What follows belongs to an exercise in optimizing a design on an open flow for small area, a short achievable clock period and few clock cycles; a production flow would make more cautious choices. The RTL was checked by simulation tests, not by an equivalence proof against the original design. Power and IR drop assume default switching activity.

==> module gcne_front, before the edit <==
module gcne_front #(
    parameter int MAX_DIM = 1024
) (
    input  logic                               i_clk,
    input  logic                               i_rst_n,
    input  logic                               i_req_valid,
    output logic                               o_req_ready,
    input  logic [gcne_pkg::INDEX_W-1:0]       i_req_cell_index,
    input  logic [$clog2(MAX_DIM+1)-1:0]       i_size_i,
    input  logic [$clog2(MAX_DIM+1)-1:0]       i_size_j,
    input  logic [$clog2(MAX_DIM+1)-1:0]       i_size_k,
    input  logic                               i_cfg_wr,
    output logic                               o_job_valid,
    input  logic                               i_job_ready,
    input  logic                               i_job_busy,
    output logic                               o_job_ok,
    output gcne_pkg::t_nbr_flags               o_job_flags,
    output logic [$clog2(MAX_DIM)-1:0]         o_job_i,
    output logic [$clog2(MAX_DIM)-1:0]         o_job_j,
    output logic [$clog2(MAX_DIM)-1:0]         o_job_k
);
    localparam int CW = $clog2(MAX_DIM);
    localparam int SW = $clog2(MAX_DIM + 1);
    localparam int NW = $clog2(3 * CW + 1);
    function automatic logic [NW-1:0] bit_len(logic [SW-1:0] m);
        logic [NW-1:0] r;
        r = '0;
        for (int b = 0; b < SW; b++) begin
            if (m[b]) r = NW'(b + 1);
        end
        bit_len = r;
    endfunction
    logic [SW-1:0]   last_i;
    logic [SW-1:0]   last_j;
    logic [SW-1:0]   last_k;
    assign last_i = i_size_i - SW'(1);
    assign last_j = i_size_j - SW'(1);
    assign last_k = i_size_k - SW'(1);
    logic            r_dirty;    
    logic            r_dirty2;
    logic [NW-1:0]   r_part;     
    logic [NW-1:0]   r_wm1;      
    logic            r_zero;     
    logic [NW-1:0]   nbits;
    assign nbits = r_part + bit_len(last_k);
    always_ff @(posedge i_clk) begin
        if (!i_rst_n) begin
            r_dirty2 <= 1'b1;
            r_dirty  <= 1'b1;
        end else begin
            r_dirty2 <= i_cfg_wr;
            r_dirty  <= i_cfg_wr || r_dirty2;
        end
        r_part <= bit_len(last_i) + bit_len(last_j);
        r_wm1  <= (nbits == '0) ? '0 : nbits - NW'(1);
        r_zero <= (i_size_i == '0) || (i_size_j == '0) || (i_size_k == '0);
    end
    logic            r_act;      
    logic [NW-1:0]   r_cnt;      
    logic            r_hi;       
    logic [NW-1:0]   sel;
    logic            last_tok;
    logic [gcne_pkg::INDEX_W-1:0] high_mask;
    logic            fetch;
    logic            stall;
    logic            r_a_valid;
    logic            r_a_bit;
    logic            r_a_first;
    logic            r_a_last;
    logic            r_a_rej;
    logic            a_free;
    logic            r_c_done;
    always_comb begin
        for (int b = 0; b < gcne_pkg::INDEX_W; b++) begin
            high_mask[b] = (NW'(b) > r_wm1);
        end
    end
    always_ff @(posedge i_clk) begin
        r_hi <= r_zero || ((i_req_cell_index & high_mask) != '0);
    end
    assign sel      = r_act ? r_cnt : r_wm1;
    assign last_tok = r_act ? ((r_cnt == '0) || r_hi) : (r_wm1 == '0);
    assign a_free      = !r_a_valid || !stall;
    assign o_req_ready = last_tok && !r_dirty &&
                         (!r_a_valid || !r_c_done || !i_job_busy);
    assign fetch       = i_req_valid && !r_dirty && a_free && (!last_tok || o_req_ready);
    always_ff @(posedge i_clk) begin
        if (!i_rst_n) begin
            r_act <= 1'b0;
        end else if (fetch) begin
            r_act <= !last_tok;
        end
    end
    always_ff @(posedge i_clk) begin
        if (fetch) begin
            r_cnt <= (r_act ? r_cnt : r_wm1) - NW'(1);
        end
    end
    always_ff @(posedge i_clk) begin
        if (!i_rst_n) begin
            r_a_valid <= 1'b0;
        end else if (a_free) begin
            r_a_valid <= fetch;
        end
    end
    always_ff @(posedge i_clk) begin
        if (fetch) begin
            r_a_bit   <= i_req_cell_index[sel];
            r_a_first <= !r_act;
            r_a_last  <= last_tok;
            r_a_rej   <= r_act ? r_hi : (r_zero || (i_req_cell_index[gcne_pkg::INDEX_W-1:1] != '0));
        end
    end
    logic            r_b_valid;
    logic            r_b_last;
    logic            r_b_q;
    logic            r_b_first;
    logic            r_b_rej;
    logic [CW-1:0]   r_rem_j;
    logic [SW-1:0]   t1;
    logic [SW:0]     d1;
    assign t1 = {(r_a_first ? CW'(0) : r_rem_j), r_a_bit};
    assign d1 = {1'b0, t1} - {1'b0, i_size_j};
    always_ff @(posedge i_clk) begin
        if (!i_rst_n) begin
            r_b_valid <= 1'b0;
        end else if (!stall) begin
            r_b_valid <= r_a_valid;
        end
    end
    always_ff @(posedge i_clk) begin
        if (!stall && r_a_valid) begin
            r_rem_j   <= CW'(d1[SW] ? t1 : d1[SW-1:0]);
            r_b_q     <= !d1[SW];
            r_b_first <= r_a_first;
            r_b_last  <= r_a_last;
            r_b_rej   <= r_a_rej;
        end
    end
    logic [CW-1:0]   r_rem_i;
    logic [CW-1:0]   r_j;
    logic [CW-1:0]   r_k;
    logic            r_ovf;
    logic            r_c_rej;
    logic [SW-1:0]   t2;
    logic [SW:0]     d2;
    logic            q2;
    logic [CW-1:0]   k_prev;
    logic            step_c;
    assign t2      = {(r_b_first ? CW'(0) : r_rem_i), r_b_q};
    assign d2      = {1'b0, t2} - {1'b0, i_size_i};
    assign q2      = !d2[SW];
    assign k_prev  = r_b_first ? CW'(0) : r_k;
    assign stall  = r_c_done && !i_job_ready;
    assign step_c = r_b_valid && !stall;
    always_ff @(posedge i_clk) begin
        if (!i_rst_n) begin
            r_c_done <= 1'b0;
        end else if (!stall) begin
            r_c_done <= r_b_valid && r_b_last;
        end
    end
    always_ff @(posedge i_clk) begin
        if (step_c) begin
            r_rem_i <= CW'(q2 ? d2[SW-1:0] : t2);
            r_k     <= {k_prev[CW-2:0], q2};
            r_ovf   <= (!r_b_first && r_ovf) || k_prev[CW-1];
            r_c_rej <= r_b_rej;
            r_j     <= r_rem_j;
        end
    end
    assign o_job_valid       = r_c_done;
    assign o_job_ok          = !r_c_rej && !r_ovf && (SW'(r_k) < i_size_k);
    assign o_job_i           = r_rem_i;
    assign o_job_j           = r_j;
    assign o_job_k           = r_k;
    assign o_job_flags.dec_i = (r_rem_i != '0);
    assign o_job_flags.inc_i = (SW'(r_rem_i) != last_i);
    assign o_job_flags.dec_j = (r_j != '0);
    assign o_job_flags.inc_j = (SW'(r_j) != last_j);
    assign o_job_flags.dec_k = (r_k != '0);
    assign o_job_flags.inc_k = (SW'(r_k) != last_k);
endmodule
Settings: LEC_CHECK=0, CAP_MARGIN=20, CORE_MARGIN=2, CORE_UTILIZATION=40, SETUP_SLACK_MARGIN=4.5, SLEW_MARGIN=20; clock period 8.0 ns.
run.sh (not shown) runs the stock make flow with config.mk's settings and CLKGATE_MAP_FILE= SYNTH_SCRIPT=/design/flow/synth_recipe.tcl, a recipe that flattens the netlist after the stock synthesis.
Testbench counts at the start, summed over its fixed seeds: cycles 128,024.
==> next run, changes <==
--- a/flow/design.v
+++ b/flow/design.v
@@ -130,12 +130,13 @@
     assign last_j = i_size_j - SW'(1);
     assign last_k = i_size_k - SW'(1);
     logic            r_dirty;    
     logic            r_dirty2;
     logic [NW-1:0]   r_part;     
     logic [NW-1:0]   r_wm1;      
+    logic            r_wm1_z;    
     logic            r_zero;     
     logic [NW-1:0]   nbits;
     assign nbits = r_part + bit_len(last_k);
     always_ff @(posedge i_clk) begin
         if (!i_rst_n) begin
             r_dirty2 <= 1'b1;
@@ -143,16 +144,18 @@
         end else begin
             r_dirty2 <= i_cfg_wr;
             r_dirty  <= i_cfg_wr || r_dirty2;
         end
         r_part <= bit_len(last_i) + bit_len(last_j);
         r_wm1  <= (nbits == '0) ? '0 : nbits - NW'(1);
+        r_wm1_z <= (nbits <= NW'(1));
         r_zero <= (i_size_i == '0) || (i_size_j == '0) || (i_size_k == '0);
     end
     logic            r_act;      
     logic [NW-1:0]   r_cnt;      
+    logic            r_cnt_z;    
     logic            r_hi;       
     logic [NW-1:0]   sel;
     logic            last_tok;
     logic [gcne_pkg::INDEX_W-1:0] high_mask;
     logic            fetch;
     logic            stall;
@@ -160,36 +163,40 @@
     logic            r_a_bit;
     logic            r_a_first;
     logic            r_a_last;
     logic            r_a_rej;
     logic            a_free;
     logic            r_c_done;
+    logic            b_hold;
+    logic            r_b_valid;
+    logic            r_b_last;
     always_comb begin
         for (int b = 0; b < gcne_pkg::INDEX_W; b++) begin
             high_mask[b] = (NW'(b) > r_wm1);
         end
     end
     always_ff @(posedge i_clk) begin
         r_hi <= r_zero || ((i_req_cell_index & high_mask) != '0);
     end
     assign sel      = r_act ? r_cnt : r_wm1;
-    assign last_tok = r_act ? ((r_cnt == '0) || r_hi) : (r_wm1 == '0);
-    assign a_free      = !r_a_valid || !stall;
+    assign last_tok = r_act ? (r_cnt_z || r_hi) : r_wm1_z;
+    assign a_free      = !r_a_valid || (!stall && !b_hold);
     assign o_req_ready = last_tok && !r_dirty &&
-                         (!r_a_valid || !r_c_done || !i_job_busy);
+                         (!r_a_valid || ((!r_c_done || !i_job_busy) && !b_hold));
     assign fetch       = i_req_valid && !r_dirty && a_free && (!last_tok || o_req_ready);
     always_ff @(posedge i_clk) begin
         if (!i_rst_n) begin
             r_act <= 1'b0;
         end else if (fetch) begin
             r_act <= !last_tok;
         end
     end
     always_ff @(posedge i_clk) begin
         if (fetch) begin
-            r_cnt <= (r_act ? r_cnt : r_wm1) - NW'(1);
+            r_cnt   <= (r_act ? r_cnt : r_wm1) - NW'(1);
+            r_cnt_z <= ((r_act ? r_cnt : r_wm1) == NW'(1));
         end
     end
     always_ff @(posedge i_clk) begin
         if (!i_rst_n) begin
             r_a_valid <= 1'b0;
         end else if (a_free) begin
@@ -201,40 +208,38 @@
             r_a_bit   <= i_req_cell_index[sel];
             r_a_first <= !r_act;
             r_a_last  <= last_tok;
             r_a_rej   <= r_act ? r_hi : (r_zero || (i_req_cell_index[gcne_pkg::INDEX_W-1:1] != '0));
         end
     end
-    logic            r_b_valid;
-    logic            r_b_last;
     logic            r_b_q;
     logic            r_b_first;
     logic            r_b_rej;
     logic [CW-1:0]   r_rem_j;
     logic [SW-1:0]   t1;
     logic [SW:0]     d1;
     assign t1 = {(r_a_first ? CW'(0) : r_rem_j), r_a_bit};
     assign d1 = {1'b0, t1} - {1'b0, i_size_j};
+    assign b_hold = r_a_first && r_b_valid && r_b_last;
     always_ff @(posedge i_clk) begin
         if (!i_rst_n) begin
             r_b_valid <= 1'b0;
         end else if (!stall) begin
-            r_b_valid <= r_a_valid;
+            r_b_valid <= r_a_valid && !b_hold;
         end
     end
     always_ff @(posedge i_clk) begin
-        if (!stall && r_a_valid) begin
+        if (!stall && r_a_valid && !b_hold) begin
             r_rem_j   <= CW'(d1[SW] ? t1 : d1[SW-1:0]);
             r_b_q     <= !d1[SW];
             r_b_first <= r_a_first;
             r_b_last  <= r_a_last;
             r_b_rej   <= r_a_rej;
         end
     end
     logic [CW-1:0]   r_rem_i;
-    logic [CW-1:0]   r_j;
     logic [CW-1:0]   r_k;
     logic            r_ovf;
     logic            r_c_rej;
     logic [SW-1:0]   t2;
     logic [SW:0]     d2;
     logic            q2;
@@ -256,24 +261,23 @@
     always_ff @(posedge i_clk) begin
         if (step_c) begin
             r_rem_i <= CW'(q2 ? d2[SW-1:0] : t2);
             r_k     <= {k_prev[CW-2:0], q2};
             r_ovf   <= (!r_b_first && r_ovf) || k_prev[CW-1];
             r_c_rej <= r_b_rej;
-            r_j     <= r_rem_j;
         end
     end
     assign o_job_valid       = r_c_done;
     assign o_job_ok          = !r_c_rej && !r_ovf && (SW'(r_k) < i_size_k);
     assign o_job_i           = r_rem_i;
-    assign o_job_j           = r_j;
+    assign o_job_j           = r_rem_j;
     assign o_job_k           = r_k;
     assign o_job_flags.dec_i = (r_rem_i != '0);
     assign o_job_flags.inc_i = (SW'(r_rem_i) != last_i);
-    assign o_job_flags.dec_j = (r_j != '0);
-    assign o_job_flags.inc_j = (SW'(r_j) != last_j);
+    assign o_job_flags.dec_j = (r_rem_j != '0);
+    assign o_job_flags.inc_j = (SW'(r_rem_j) != last_j);
     assign o_job_flags.dec_k = (r_k != '0);
     assign o_job_flags.inc_k = (SW'(r_k) != last_k);
 endmodule
 module gcne_back #(
     parameter int COORD_W = 10
 ) (
Outcome: Synthesized area shrinks by a few percent; utilization shrinks by 0.58 points; synthesized cell count went down by a few percent; via count falls by a few percent; critical path depth goes up by 6; routed wire length goes down by a few percent; hold slack is better by 0.011 ns; cell count went down by a few percent; die area shrinks by a few percent; clock power goes down by a few percent.
Testbench counts after the change, summed over its fixed seeds: cycles 128,706.

re-timing with driven ports:
How much do the figures lean on ideal ports? The routed layouts below were timed once more, with nothing changed but the port constraints.
Step 1 (the two cells are an assumption about what drives the block):
set clk [get_ports {i_clk}]
set_driving_cell -lib_cell sky130_fd_sc_hd__clkbuf_16 $clk
set_driving_cell -lib_cell sky130_fd_sc_hd__buf_2 [delete_from_list [all_inputs] $clk]
Step 2 times the ports against the registers' clock, not the clock port: input delays grow and output delays shrink by t, the midpoint of the rising clock arrivals with the driver on.
Three values: ideal, step 1, step 2; two values: the first two.
| run | shift t [ns] | slack for setup (ns) | worst setup path at the end | slew at the worst register clock pin (ns) |
|---|---|---|---|---|
| the first run | 0.480 | 4.411 / 4.364 / 4.135 | input to register | 0.08 / 0.08 |
| the second run | 0.476 | 4.246 / 4.246 / 4.246 | register to register | 0.07 / 0.07 |
After both steps every run listed still meets setup and hold. The setup slack of the first run, which loses most, moves by -0.047 ns with the drivers and by -0.276 ns with both steps.
